Source: an optimization exercise on an open RTL-to-GDS flow (aim: small area, a short achievable clock period and few clock cycles per item). Production flows keep margins and buffers that such runs may drop. Function was checked by simulation only, so behaviour that the tests miss may differ from the original. No activity file was given, so power comes from the tool's default toggle rates.

v39:
==> flow/design.v (excerpt) <==
module incubator_setpoint_and_alarm_supervisor #(
  parameter int MAX_DIGITS = 4
) (
  input  logic              clk,
  input  logic              rst_n,
  input  logic              in_valid,
  output logic              in_ready,
  input  logic [1:0]        in_opcode,
  input  logic [isas_pkg::TEMP_W-1:0] in_measured_temp,
  input  logic [3:0]        in_key_code,
  input  logic [isas_pkg::HOST_W-1:0] in_host_target,
  output logic              out_valid,
  input  logic              out_ready,
  output logic [1:0]        out_mode,
  output logic              out_buzzer_on,
  output logic [isas_pkg::TEMP_W-1:0] out_target_temp,
  output logic [isas_pkg::SECS_W-1:0] out_run_seconds,
  output logic              out_control_active,
  output logic              out_controller_reset,
  output logic              out_drive_stop,
  output logic [1:0]        out_host_reply,
  input  logic              cfg_psel,
  input  logic              cfg_penable,
  input  logic              cfg_pwrite,
  input  logic [isas_pkg::APB_AW-1:0] cfg_paddr,
  input  logic [isas_pkg::APB_DW-1:0] cfg_pwdata,
  output logic [isas_pkg::APB_DW-1:0] cfg_prdata,
  output logic              cfg_pready
);
Size: ~1800 cells after synthesis, roughly 260 flip-flops.
==> flow/config.mk <==
export PLATFORM = sky130hd
export DESIGN_NAME = incubator_setpoint_and_alarm_supervisor
export DESIGN_NICKNAME = incubator_setpoint_and_alarm_supervisor
export VERILOG_FILES = /design/flow/design.v
export SDC_FILE = /design/flow/constraint.sdc
export NUM_CORES = 4
export LEC_CHECK = 0
export CAP_MARGIN = 20
export CORE_MARGIN = 2
export CORE_UTILIZATION = 60
export SETUP_SLACK_MARGIN = 4.6
export SLEW_MARGIN = 20
==> flow/constraint.sdc <==
create_clock -name core_clock -period 8.0 [get_ports {clk}]
set_input_delay 1.6000 -clock core_clock [delete_from_list [all_inputs] [get_ports {clk}]]
set_output_delay 1.6000 -clock core_clock [all_outputs]
set_load 0.01 [all_outputs]
standard.sh (not shown) runs the stock make flow with config.mk's settings and CLKGATE_MAP_FILE= SYNTH_SCRIPT=/design/flow/synth_recipe.tcl, a recipe that flattens the netlist after the stock synthesis.
==> flow/flow/run.sh <==
#!/bin/bash
# Own layout flow: the standard flow (standard.sh: the standard synthesis
# and ORFS steps, unchanged) with one ORFS setting passed through the
# environment: BUFFER_PORTS_ARGS makes every port buffer a
# sky130_fd_sc_hd__buf_1 cell instead of the default delay buffer
# (clkdlybuf4s50_1), which is larger and slower. Every input and output port
# is still buffered; the clock period and constraints are the standard flow's.
# The make/ORFS output goes to standard_flow.log; each ORFS step keeps its own
# log under orfs/logs/.
set -euo pipefail
export BUFFER_PORTS_ARGS="-buffer_cell sky130_fd_sc_hd__buf_1"
bash standard.sh > standard_flow.log 2>&1
In summary, v39 completed successfully, with a layout that passed the timing, DRC and antenna checks.
Testbench counts of v39, summed over its fixed seeds: cycles 20,685, items 20,000.
What v44 does differently from v39 at the input level:
diff --git a/flow/config.mk b/flow/config.mk
--- a/flow/config.mk
+++ b/flow/config.mk
@@ -11 +11 @@
-export SETUP_SLACK_MARGIN = 4.6
+export SETUP_SLACK_MARGIN = 4.3
Notes after the runs:
Every stage of the flow completed for v39, and the final layout passed the timing, DRC and antenna checks. v44 reached the final stage; the timing, DRC and antenna checks on its layout passed. [compare] base=v39 new=v44: buffer count excluding the clock tree in the final layout lost 41; overall power consumption decreased about 0.36%. Note that the total met3 wirelength after detailed routing recorded for v44 amounts to 1.14 times the value seen in v39. On via count: between v39 and v44, it ends up lower for v44. Going from v39 to v44, cell count shrank slightly. NOTE: power per standard cell area in v44 exceeds that of v39. Between v44 and v39, the area used by sequential logic in the layout figures differ only marginally.
[inputs] v29 vs v44
diff --git a/flow/config.mk b/flow/config.mk
--- a/flow/config.mk
+++ b/flow/config.mk
@@ -11 +11 @@
-export SETUP_SLACK_MARGIN = 4.3
+export SETUP_SLACK_MARGIN = 4.1
Across v29 and v44, none had a timing, DRC or antenna violation.
Data required time at the worst endpoint: v44 vs v29 — no meaningful difference
Higher worst path buffer plus inverter count was reported by v44, not v29.
v29: met1 demand-to-capacity share in global routing is 2.0 points higher than what v44 reported.
Summary of v29 over v44: clock buffer count from CTS decreased about 3.4%, clock power essentially unchanged, clock period minus worst slack increased 0.13 ns.


Another version of the RTL of incubator_setpoint_and_alarm_supervisor (not shown whole).
Size in the first run: ~160 I/O pins, roughly 0.017 mm² of cells after synthesis.
clock: 8.0 ns
lec_check: 0
cap_margin: 20
core_margin: 2
core_utilization: 60
setup_slack_margin: 4.6
slew_margin: 20
Scripts as last shown in full above: flow/flow/run.sh
The baseline completed without violations.
Testbench counts at the start, summed over its fixed seeds: cycles 20,550, items 20,000.
Rerun with:
--- a/flow/config.mk
+++ b/flow/config.mk
@@ -11 +11 @@
-export SETUP_SLACK_MARGIN = 4.6
+export SETUP_SLACK_MARGIN = 4.2
Global-route usage came out lower by 0.82 points.
Register-to-register slack got worse by 0.25 ns.
Setup slack is worse by 0.25 ns.
Sequential power stays flat.


incubator_setpoint_and_alarm_supervisor, a different RTL version from the one above (not shown whole).
Size: about 2100 cells after synthesis, roughly 260 flip-flops, ~17000 um^2 of cells after synthesis.
clock: 8.0 ns
lec_check: 0
cap_margin: 20
core_margin: 2
core_utilization: 60
setup_slack_margin: 4.6
slew_margin: 20
run.sh (not shown) runs the stock make flow with config.mk's settings and CLKGATE_MAP_FILE= SYNTH_SCRIPT=/design/flow/synth_recipe.tcl, a recipe that flattens the netlist after the stock synthesis.
Stock flow here: none of the scripts above is used.
The first run passed the timing, DRC and antenna checks.
Testbench counts at the start, summed over its fixed seeds: cycles 20,550, items 20,000.
Then changed:
Settings changed: SETUP_SLACK_MARGIN 4.6 to 4.3.
Cell area goes down by 0.43%.
Wire length goes down by 1.9%.
Count of clock-buffer cells in the layout stays the same.
Fmax goes down by 0.30%.
Synthesized area does not change.


## the previous run
RTL: one of the versions met above, not the one the previous note started from.
For scale: ~1,800 cells after synthesis, roughly 17,000 um^2 of cells after synthesis.
==> flow/config.mk <==
export PLATFORM = sky130hd
export DESIGN_NAME = incubator_setpoint_and_alarm_supervisor
export DESIGN_NICKNAME = incubator_setpoint_and_alarm_supervisor
export VERILOG_FILES = /design/flow/design.v
export SDC_FILE = /design/flow/constraint.sdc
export NUM_CORES = 4
export LEC_CHECK = 0
export CAP_MARGIN = 20
export CORE_MARGIN = 2
export CORE_UTILIZATION = 60
export SETUP_SLACK_MARGIN = 4.2
export SLEW_MARGIN = 20
==> flow/constraint.sdc <==
create_clock -name core_clock -period 8.0 [get_ports {clk}]
set_input_delay 1.6000 -clock core_clock [delete_from_list [all_inputs] [get_ports {clk}]]
set_output_delay 1.6000 -clock core_clock [all_outputs]
set_load 0.01 [all_outputs]
standard.sh (not shown) runs the stock make flow with config.mk's settings and CLKGATE_MAP_FILE= SYNTH_SCRIPT=/design/flow/synth_recipe.tcl, a recipe that flattens the netlist after the stock synthesis.
Scripts as last shown in full above: flow/flow/run.sh
Testbench counts of the previous run, summed over its fixed seeds: cycles 20,685, items 20,000.
Modified inputs, the current run compared to the previous run
# the previous run
export LEC_CHECK = 0
export CAP_MARGIN = 20
export CORE_MARGIN = 2
export CORE_UTILIZATION = 60
export SETUP_SLACK_MARGIN = 4.2
export SLEW_MARGIN = 20
create_clock -name core_clock -period 8.0 [get_ports {clk}]
# the current run
export LEC_CHECK = 0
export CAP_MARGIN = 20
export CORE_MARGIN = 2
export CORE_UTILIZATION = 70
export PLACE_DENSITY = 0.74
export SETUP_SLACK_MARGIN = 4.6
export SLEW_MARGIN = 20
create_clock -name core_clock -period 8.0 [get_ports {clk}]
- Overall power after layout grows by a few percent when moving from the previous run to the current run.
- The previous run -> the current run: clock-buffer cell count decreased by more than 10%
- Re power density over cell area: the current run and the previous run aren't equal, and the higher value belongs to the previous run.
- Total die area: the current run lower than the previous run
- Looking at the current run and the previous run, the upper clock frequency limit is a wash.
- Against the previous run as the reference, the current run delivers a higher synthesis-to-finish area growth.

[afterwards: timing with drivers on the ports]
Ports are ideal in the flow. The routed layouts listed here were re-timed in OpenROAD.
Step 1, drivers: a clkbuf_16 drives clk and a buf_2 each remaining input, both assumed.
Step 2, shift: input delay + t, output delay - t, t = (earliest + latest rising clock arrival at the registers) / 2. This alone moves slack from input paths to output paths.
a / b / c = ideal / step 1 / step 2; a / b = the first two.
run | t (ns) | setup WS [ns] | worst setup path after step 2 | worst data-port slew with drivers (ns) | pins driven straight from the clock port
v39 | 0.597 | 4.273 / 4.273 / 3.864 | input to register | 0.07 | 1
v44 | 0.597 | 4.307 / 4.307 / 3.802 | input to register | 0.06 | 1
v29 | 0.594 | 4.174 / 4.174 / 3.664 | input to register | 0.06 | 1
the first run of note 2 | 0.598 | 4.365 / 4.365 / 3.794 | input to register | 0.09 | 1
the second run of note 2 | 0.591 | 4.113 / 4.113 / 3.733 | input to register | 0.08 | 1
the first run of note 3 | 0.591 | 4.162 / 4.162 / 3.604 | input to register | 0.06 | 1
the second run of note 3 | 0.603 | 4.151 / 4.116 / 3.609 | input to register | 0.04 | 1
the previous run | 0.593 | 4.249 / 4.263 / 3.670 | input to register | 0.05 | 1
the current run | 0.583 | 4.253 / 4.253 / 3.882 | input to register | 0.06 | 1
After both steps setup and hold are still met in every run listed. For the previous run, which loses most, drivers alone change the setup slack by +0.014 ns; drivers and shift together by -0.579 ns.
